From an optimization exercise on the open Yosys and OpenROAD flow, aimed at small area, a short achievable clock period and few clock cycles per item; shortcuts taken in it are not production practice.
Only simulation tests tie the RTL to the original design; equivalence was not proved.
Power is estimated from default activity; no workload was simulated.

Design aluTop, start of the top module:
module aluTop (
	input  logic        clk,
	input  logic        rstN,
	input  logic        start,
	input  logic [15:0] a,
	input  logic [15:0] b,
	input  logic [3:0]  op,
	output logic        done,
	output logic [31:0] result,
	output logic [1:0]  error
);
export LEC_CHECK = 0
export CAP_MARGIN = 20
export CORE_MARGIN = 2
export CORE_UTILIZATION = 65
export SLEW_MARGIN = 20
export SYNTH_HIERARCHICAL = 1
export SYNTH_MINIMUM_KEEP_SIZE = 0
create_clock -name core_clock -period 28.0 [get_ports {clk}]
standard.sh (not shown) runs the stock make flow with config.mk's settings and CLKGATE_MAP_FILE= SYNTH_SCRIPT=/design/flow/synth_recipe.tcl, a recipe that flattens the netlist after the stock synthesis.
==> flow/flow/run.sh <==
#!/bin/bash
# Standard ORFS layout with these changes to how it is made (the clock period and
# the constraints are unchanged):
#  - the resizer's setup repair aims for a margin below the clock period;
#  - clock tree synthesis clusters more sinks per buffer and adds no dummy loads;
#  - the port buffers start as buf_2 (the resizer may still size them).
set -euo pipefail
export SETUP_SLACK_MARGIN=21.3
export CTS_ARGS="-sink_clustering_enable -repair_clock_nets -sink_clustering_size 25 -sink_clustering_max_diameter 60 -dont_use_dummy_load"
export BUFFER_PORTS_ARGS="-buffer_cell sky130_fd_sc_hd__buf_2"
bash standard.sh > standard_flow.log 2>&1
Testbench counts at the start, summed over its fixed seeds: cycles 8,040, items 8,000.
Rerun with:
--- a/flow/flow/run.sh
+++ b/flow/flow/run.sh
@@ -8,2 +8,2 @@
-export SETUP_SLACK_MARGIN=21.3
-export CTS_ARGS="-sink_clustering_enable -repair_clock_nets -sink_clustering_size 25 -sink_clustering_max_diameter 60 -dont_use_dummy_load"
+export SETUP_SLACK_MARGIN=21.4
+export CTS_ARGS="-sink_clustering_enable -repair_clock_nets -sink_clustering_size 30 -sink_clustering_max_diameter 80 -dont_use_dummy_load"
After rerunning: The changed run produced a clean layout; utilization fell by 0.18 points; setup slack improved by 0.0032 ns; first-iteration DRC count climbs by 0.51%; total power fell by 2.5%; cell count is about the same; sequential power barely changes; hold slack is better by 0.040 ns.
Rerun with:
--- a/flow/flow/run.sh
+++ b/flow/flow/run.sh
@@ -8 +8 @@
-export SETUP_SLACK_MARGIN=21.4
+export SETUP_SLACK_MARGIN=21.5
The changed run completed without violations.
Register-to-register slack improves by 0.14 ns.
Setup slack is about the same.
Core utilization goes up by 0.92 points.
Routed wire length goes up slightly.
Cell area goes up slightly.

========
Another version of the RTL of aluTop (not shown whole).
Size: ~2,000 cells after synthesis, about 250 flip-flops, ~74 I/O pins.
clock: 28.0 ns
lec_check: 0
cap_margin: 20
core_margin: 2
core_utilization: 75
slew_margin: 20
synth_hierarchical: 1
synth_minimum_keep_size: 0
==> flow/flow/run.sh <==
#!/bin/bash
# Standard ORFS layout with these changes to how it is made (the clock period and
# the constraints are unchanged):
#  - the resizer's setup repair aims for a margin below the clock period;
#  - clock tree synthesis clusters more sinks per buffer and adds no dummy loads;
#  - the port buffers start as buf_2 (the resizer may still size them).
set -euo pipefail
export SETUP_SLACK_MARGIN=21.5
export CTS_ARGS="-sink_clustering_enable -repair_clock_nets -sink_clustering_size 30 -sink_clustering_max_diameter 80 -dont_use_dummy_load"
export BUFFER_PORTS_ARGS="-buffer_cell sky130_fd_sc_hd__buf_2"
bash standard.sh > standard_flow.log 2>&1
Testbench counts at the start, summed over its fixed seeds: cycles 8,040, items 8,000.
==> next run, changes <==
--- a/flow/flow/run.sh
+++ b/flow/flow/run.sh
@@ -8,3 +8,3 @@
 export SETUP_SLACK_MARGIN=21.5
-export CTS_ARGS="-sink_clustering_enable -repair_clock_nets -sink_clustering_size 30 -sink_clustering_max_diameter 80 -dont_use_dummy_load"
+export CTS_ARGS="-sink_clustering_enable -repair_clock_nets -sink_clustering_size 30 -sink_clustering_max_diameter 80 -dont_use_dummy_load -branching_point_buffers_distance 2000 -distance_between_buffers 2000"
 export BUFFER_PORTS_ARGS="-buffer_cell sky130_fd_sc_hd__buf_2"
--- a/flow/config.mk
+++ b/flow/config.mk
@@ -9,3 +9,3 @@
 export CORE_MARGIN = 2
-export CORE_UTILIZATION = 75
+export CORE_UTILIZATION = 65
 export SLEW_MARGIN = 20
After rerunning: Area after synthesis stays the same; synthesized cell count does not change; worst setup slack is worse by 0.0037 ns.
==> next run, changes <==
--- a/flow/flow/run.sh
+++ b/flow/flow/run.sh
@@ -8,3 +8,3 @@
 export SETUP_SLACK_MARGIN=21.5
-export CTS_ARGS="-sink_clustering_enable -repair_clock_nets -sink_clustering_size 30 -sink_clustering_max_diameter 80 -dont_use_dummy_load -branching_point_buffers_distance 2000 -distance_between_buffers 2000"
+export CTS_ARGS="-sink_clustering_enable -repair_clock_nets -sink_clustering_size 30 -sink_clustering_max_diameter 80 -dont_use_dummy_load"
 export BUFFER_PORTS_ARGS="-buffer_cell sky130_fd_sc_hd__buf_2"
The changed run passed the timing, DRC and antenna checks.
Synthesized area stays the same.
Non-clock buffer count stays the same.
Sequential power hardly moves.
Via count does not change.
Clock skew does not change.
Hold slack is unchanged.
Fmax is unchanged.
Global-route usage does not change.
Register-to-register slack stays flat.
Total power is unchanged.
Routed wire length stays the same.

========
aluTop, a different RTL version from the one above (not shown whole).
For scale: ~2400 cells after synthesis, ~210 flip-flops, ~74 I/O pins, roughly 20000 um2 of cells after synthesis.
## aluTop
module aluTop (
	input  logic        clk,
	input  logic        rstN,
	input  logic        start,
	input  logic [15:0] a,
	input  logic [15:0] b,
	input  logic [3:0]  op,
	output logic        done,
	output logic [31:0] result,
	output logic [1:0]  error
);
==> flow/config.mk <==
export PLATFORM = sky130hd
export DESIGN_NAME = aluTop
export DESIGN_NICKNAME = aluTop
export VERILOG_FILES = /design/flow/design.v
export SDC_FILE = /design/flow/constraint.sdc
export NUM_CORES = 4
export LEC_CHECK = 0
export ABC_AREA = 1
export CAP_MARGIN = 20
export CORE_MARGIN = 2
export CORE_UTILIZATION = 65
export SLEW_MARGIN = 20
export SYNTH_HIERARCHICAL = 1
export SYNTH_MINIMUM_KEEP_SIZE = 0
==> flow/constraint.sdc <==
create_clock -name core_clock -period 28.0 [get_ports {clk}]
set_input_delay 5.6000 -clock core_clock [delete_from_list [all_inputs] [get_ports {clk}]]
set_output_delay 5.6000 -clock core_clock [all_outputs]
set_load 0.01 [all_outputs]
==> flow/flow/run.sh <==
#!/bin/bash
# Standard ORFS layout with these changes to how it is made (the clock period and
# the constraints are unchanged):
#  - the resizer's setup repair aims for a margin below the clock period, by sizing only;
#  - clock tree synthesis clusters more sinks per buffer and adds no dummy loads;
#  - the port buffers start as buf_2 (the resizer may still size them).
set -euo pipefail
export SETUP_SLACK_MARGIN=21.4
export SETUP_MOVE_SEQUENCE="unbuffer,size_down,sizeup,swap"
export CTS_ARGS="-sink_clustering_enable -repair_clock_nets -sink_clustering_size 30 -sink_clustering_max_diameter 80 -dont_use_dummy_load"
export BUFFER_PORTS_ARGS="-buffer_cell sky130_fd_sc_hd__buf_2"
bash standard.sh > standard_flow.log 2>&1
The baseline passed the timing, DRC and antenna checks.
Testbench counts at the start, summed over its fixed seeds: cycles 8,032, items 8,000.
Rerun with:
==> flow/flow/run.sh (replaced) <==
#!/bin/bash
# Standard ORFS layout with these changes to how it is made (the clock period and
# the constraints are unchanged):
#  - the resizer's setup repair aims for a margin below the clock period;
#  - clock tree synthesis clusters more sinks per buffer and adds no dummy loads;
#  - the port buffers start as buf_2 (the resizer may still size them).
set -euo pipefail
export SETUP_SLACK_MARGIN=21.3
export CTS_ARGS="-sink_clustering_enable -repair_clock_nets -sink_clustering_size 30 -sink_clustering_max_diameter 80 -dont_use_dummy_load"
export BUFFER_PORTS_ARGS="-buffer_cell sky130_fd_sc_hd__buf_2"
bash standard.sh > standard_flow.log 2>&1
After rerunning: Hold slack hardly moves; critical path depth is unchanged; via count increases slightly; sequential power is about the same; die area does not change; routed wire length stays flat; synthesized cell count stays the same; final area went down slightly; sequential cell count does not change.

==> separate check: timing with driven ports <==
The results above use ideal ports. As a check the final layouts listed here were re-extracted and re-timed, cells and wires unchanged.
Step 1, drivers: a clkbuf_16 drives clk and a buf_2 each remaining input, both assumed.
Step 2, shift: input delay + t, output delay - t, t = (earliest + latest rising clock arrival at the registers) / 2. This alone moves slack from input paths to output paths.
a / b / c = no drivers / after step 1 / after step 2; a / b = the first two.
| run | t, ns | slack for setup (ns) | latest minus earliest clock arrival (ns) | worst slew at a driven data input, ns |
|---|---|---|---|---|
| the first run of note 1 | 0.557 | 21.436 / 21.387 / 21.330 | 0.065 / 0.065 | 0.05 |
| the second run of note 1 | 0.547 | 21.440 / 21.387 / 21.365 | 0.060 / 0.060 | 0.05 |
| the third run of note 1 | 0.542 | 21.437 / 21.386 / 21.424 | 0.062 / 0.061 | 0.04 |
| the first run of note 2 | 0.534 | 21.399 / 21.348 / 21.156 | 0.073 / 0.074 | 0.04 |
| the second run of note 2 | 0.543 | 21.395 / 21.341 / 21.126 | 0.060 / 0.059 | 0.04 |
| the third run of note 2 | 0.543 | 21.395 / 21.341 / 21.126 | 0.060 / 0.059 | 0.04 |
| the first run of note 3 | 0.539 | 21.434 / 21.381 / 21.082 | 0.051 / 0.051 | 0.04 |
| the second run of note 3 | 0.539 | 21.389 / 21.337 / 21.059 | 0.053 / 0.053 | 0.04 |
After both steps setup and hold are still met in every run listed. The setup slack of the first run of note 3, which loses most, moves by -0.053 ns with the drivers and by -0.352 ns with both steps.
